Source: an optimization exercise on an open RTL-to-GDS flow (aim: small area, a short achievable clock period and few clock cycles per item). Production flows keep margins and buffers that such runs may drop.
Function was checked by simulation only, so behaviour that the tests miss may differ from the original.

## main
// md_lr_top
module md_lr_top (
  input  logic                         clk,
  input  logic                         rst,
  output logic                         pready,
  input  logic                         pvalid,
  input  logic [md_lr_pkg::PADDRW-1:0] paddr,
  input  md_lr_pkg::particle_t         pwdata,
  input  logic                         plast,
  input  logic                         fready,
  output logic                         fvalid,
  output logic [md_lr_pkg::PADDRW-1:0] faddr,
  output logic                         flast,
  output md_lr_pkg::force_t            fdata
);
export LEC_CHECK = 0
export ABC_AREA = 1
export CAP_MARGIN = 30
export CORE_MARGIN = 2
export CORE_UTILIZATION = 40
export CTS_CLUSTER_DIAMETER = 150
export CTS_CLUSTER_SIZE = 30
export SLEW_MARGIN = 50
create_clock -name core_clock -period 10.0 [get_ports {clk}]
standard.sh (not shown) runs the stock make flow with config.mk's settings and CLKGATE_MAP_FILE= SYNTH_SCRIPT=/design/flow/synth_recipe.tcl, a recipe that flattens the netlist after the stock synthesis.
==> flow/flow/run.sh <==
#!/bin/bash
# The standard layout (standard.sh), with one change: the buffers that the
# flow puts on every input and output port are buf_4 cells instead of the
# resizer's default pick, a slow delay buffer. Every port still gets its own
# buffer. All of standard.sh's output goes to standard.log here.
set -euo pipefail
export BUFFER_PORTS_ARGS="-buffer_cell sky130_fd_sc_hd__buf_4"
bash standard.sh > standard.log 2>&1
Looking at the reports, main completed the entire flow and the layout it produced met the timing, design-rule and antenna checks.
Testbench counts of main, summed over its fixed seeds: cycles 1,402, items 1,214.
Relative to main, the following input files were edited for the feature branch:
- a deleted CTS_CLUSTER_DIAMETER that had been 150
- a deleted CTS_CLUSTER_SIZE that had been 30
- a change of CAP_MARGIN from 30 to 50
- a change of SLEW_MARGIN from 50 to 70
==> flow/run.sh (new file) <==
#!/bin/bash
# synth_recipe.tcl (not shown) runs the flow's synth.tcl, then flattens the netlist and writes it again
# the make line also repeats each setting of config.mk as NAME=value (left out here)
make -C /OpenROAD-flow-scripts/flow DESIGN_CONFIG=/design/flow/config.mk WORK_HOME=/design/flow/orfs CLKGATE_MAP_FILE= SYNTH_SCRIPT=/design/flow/synth_recipe.tcl finish
removed: flow/flow/run.sh
removed: flow/standard.sh
[summary]
main completed; timing, DRC and antenna clean. The feature branch: all stages complete, timing, DRC and antenna checks passed. Utilization of the core after routing, main and the feature branch: smaller value in main. Relative to main, the final cell area reported for the feature branch is higher. In the flow results for main and the feature branch, the total wire length is larger on main. main and the feature branch ended up with nearly the same area of the die. Total length of routed met3 wires (higher): the feature branch.

========
== red ==
Starting RTL as in the previous note.
Design md_lr_top, start of the top module:
module md_lr_top (
  input  logic                         clk,
  input  logic                         rst,
  output logic                         pready,
  input  logic                         pvalid,
  input  logic [md_lr_pkg::PADDRW-1:0] paddr,
  input  md_lr_pkg::particle_t         pwdata,
  input  logic                         plast,
  input  logic                         fready,
  output logic                         fvalid,
  output logic [md_lr_pkg::PADDRW-1:0] faddr,
  output logic                         flast,
  output md_lr_pkg::force_t            fdata
);
export LEC_CHECK = 0
export ABC_AREA = 1
export CAP_MARGIN = 30
export CORE_MARGIN = 2
export CORE_UTILIZATION = 40
export CTS_CLUSTER_DIAMETER = 100
export CTS_CLUSTER_SIZE = 20
export SLEW_MARGIN = 50
create_clock -name core_clock -period 10.0 [get_ports {clk}]
==> flow/flow/run.sh <==
#!/bin/bash
# The standard layout (standard.sh) with three changes:
#  - after the standard synthesis, flow/fa_polarity.py drops the inverters that
#    Yosys leaves between full adders, by letting some full adders compute on
#    complemented signals (a full adder is self-dual); registers and every
#    other cell are untouched, so the netlist still does what the synthesis did;
#  - the buffers the flow puts on every input and output port are buf_4 cells
#    instead of the resizer's default pick, a slow delay buffer. Every port
#    still gets its own buffer;
#  - the timing repairs after clock-tree synthesis and global routing aim for
#    7.0 ns of setup slack at the design's clock period (the constraints are
#    unchanged), so they also work on paths that already meet 10 ns.
# Each tool's output goes to a log file of its own in this folder.
set -euo pipefail
export BUFFER_PORTS_ARGS="-buffer_cell sky130_fd_sc_hd__buf_4"
export SETUP_SLACK_MARGIN=7.0
RES=orfs/results/sky130hd/md_lr_top/base
bash standard.sh synth > standard_synth.log 2>&1
cp $RES/1_2_yosys.v $RES/1_2_yosys.standard.v
python3 flow/fa_polarity.py $RES/1_2_yosys.standard.v $RES/1_2_yosys.polarity.v > fa_polarity.log 2>&1
cp $RES/1_2_yosys.polarity.v $RES/1_2_yosys.v
rm -f $RES/1_synth.odb $RES/1_synth.sdc
bash standard.sh > standard.log 2>&1
Other scripts of this flow, unchanged in this note and not shown: flow/flow/fa_polarity.py
red went all the way through the flow, and no timing, DRC or antenna check failed.
Testbench counts of red, summed over its fixed seeds: cycles 1,402, items 1,214.
Input-level comparison between blue and red:
- changing SLEW_MARGIN from 50 to 20
- changing CAP_MARGIN from 30 to 20
--- a/flow/flow/run.sh
+++ b/flow/flow/run.sh
@@ -11 +11 @@
-#    7.0 ns of setup slack at the design's clock period (the constraints are
+#    6.6 ns of setup slack at the design's clock period (the constraints are
@@ -16 +16 @@
-export SETUP_SLACK_MARGIN=7.0
+export SETUP_SLACK_MARGIN=6.6
--- outcome ---
- Taking red as the reference, in blue half-perimeter wire length of the detailed placement result has decreased; cell count dropped 0.47%; CTS clock-pin slew for the worst setup and hold paths lower; total via count after detailed routing shrank by 239; first-pass GRT wire length shrank by about 4%.
- Of the two values seen for worst setup path startpoint, s1_cls[106] was produced by blue and s1_cls[114] by red.
- blue against red: number of sequential cells level, source-to-sink clock delay at the later pin of the worst-skew pair was more or less identical, number of buffers added by the clock tree synthesis step dropped 1.
- [diff] headroom to the max-slew limit, blue relative to red: regression
Inputs modified between blue and green:
--- a/flow/flow/run.sh
+++ b/flow/flow/run.sh
@@ -11 +11 @@
-#    6.6 ns of setup slack at the design's clock period (the constraints are
+#    6.3 ns of setup slack at the design's clock period (the constraints are
@@ -16 +16 @@
-export SETUP_SLACK_MARGIN=6.6
+export SETUP_SLACK_MARGIN=6.3
==> run summary <==
- Total global-route track usage down 0.68 points in green wrt blue
- green vs blue: number of vias per cell after detailed routing down slightly
- Sort blue and green by routing usage on met2 asc -> top: green

========
Starting RTL as in the previous note.
==> flow/design.v (excerpt) <==
module md_lr_top (
  input  logic                         clk,
  input  logic                         rst,
  output logic                         pready,
  input  logic                         pvalid,
  input  logic [md_lr_pkg::PADDRW-1:0] paddr,
  input  md_lr_pkg::particle_t         pwdata,
  input  logic                         plast,
  input  logic                         fready,
  output logic                         fvalid,
  output logic [md_lr_pkg::PADDRW-1:0] faddr,
  output logic                         flast,
  output md_lr_pkg::force_t            fdata
);
Settings: LEC_CHECK=0, ABC_AREA=1, CAP_MARGIN=20, CORE_MARGIN=2, CORE_UTILIZATION=40, CTS_CLUSTER_DIAMETER=100, CTS_CLUSTER_SIZE=20, SLEW_MARGIN=20; clock period 10.0 ns.
==> flow/flow/run.sh <==
#!/bin/bash
# The standard layout (standard.sh) with three changes:
#  - after the standard synthesis, flow/fa_polarity.py drops the inverters that
#    Yosys leaves between full adders, by letting some full adders compute on
#    complemented signals (a full adder is self-dual); registers and every
#    other cell are untouched, so the netlist still does what the synthesis did;
#  - the buffers the flow puts on every input and output port are buf_4 cells
#    instead of the resizer's default pick, a slow delay buffer. Every port
#    still gets its own buffer;
#  - the timing repairs after clock-tree synthesis and global routing aim for
#    6.2 ns of setup slack at the design's clock period (the constraints are
#    unchanged), so they also work on paths that already meet 10 ns.
# Each tool's output goes to a log file of its own in this folder.
set -euo pipefail
export BUFFER_PORTS_ARGS="-buffer_cell sky130_fd_sc_hd__buf_4"
export SETUP_SLACK_MARGIN=6.2
RES=orfs/results/sky130hd/md_lr_top/base
bash standard.sh synth > standard_synth.log 2>&1
cp $RES/1_2_yosys.v $RES/1_2_yosys.standard.v
python3 flow/fa_polarity.py $RES/1_2_yosys.standard.v $RES/1_2_yosys.polarity.v > fa_polarity.log 2>&1
cp $RES/1_2_yosys.polarity.v $RES/1_2_yosys.v
rm -f $RES/1_synth.odb $RES/1_synth.sdc
bash standard.sh > standard.log 2>&1
Other scripts of this flow, unchanged in this note and not shown: flow/flow/fa_polarity.py
The baseline completed with no timing, DRC or antenna violations.
Testbench counts at the start, summed over its fixed seeds: cycles 1,402, items 1,214.
Next try:
--- a/flow/flow/run.sh
+++ b/flow/flow/run.sh
@@ -11 +11 @@
-#    6.2 ns of setup slack at the design's clock period (the constraints are
+#    6.4 ns of setup slack at the design's clock period (the constraints are
@@ -16 +16 @@
-export SETUP_SLACK_MARGIN=6.2
+export SETUP_SLACK_MARGIN=6.4
Outcome: The new run finished with timing, DRC and antenna clean; die area stays the same; area after synthesis is unchanged; routed wire length decreases slightly; flip-flop and latch count does not change; count of clock-buffer cells in the layout is lower by 5; maximum frequency increases by a few percent; global-route usage shrinks by 0.56 points; utilization is higher by 0.64 points.

[port drivers added, routing unchanged]
Ports are ideal in the flow. The routed layouts listed here were re-timed in OpenROAD. Step 1 sets driving cells, clkbuf_16 on the clock port and buf_2 on the other inputs (assumed; they add their load-dependent delay and slew). Step 2 adds t to the input delays and takes it off the output delays; t is the mean of the earliest and latest rising clock arrival at the registers after step 1. Input paths then give back, and output paths get back, about the clock's delay inside the block. a / b / c = ideal ports / drivers / drivers and shift; a / b = the first two.
run | t (ns) | setup WS [ns] | worst data-port slew with drivers (ns)
main | 0.745 | 6.118 / 6.118 / 5.871 | 0.04
the feature branch | 0.799 | 6.068 / 6.068 / 5.437 | 0.04
red | 0.786 | 6.413 / 6.413 / 6.244 | 0.05
blue | 0.766 | 6.287 / 6.287 / 6.061 | 0.04
green | 0.778 | 6.282 / 6.282 / 5.889 | 0.04
the first run of note 3 | 0.774 | 6.172 / 6.172 / 5.759 | 0.03
the second run of note 3 | 0.782 | 6.375 / 6.375 / 5.918 | 0.05
After both steps every run listed still meets setup and hold. The setup slack of the feature branch, which loses most, moves by 0.000 ns with the drivers and by -0.631 ns with both steps.
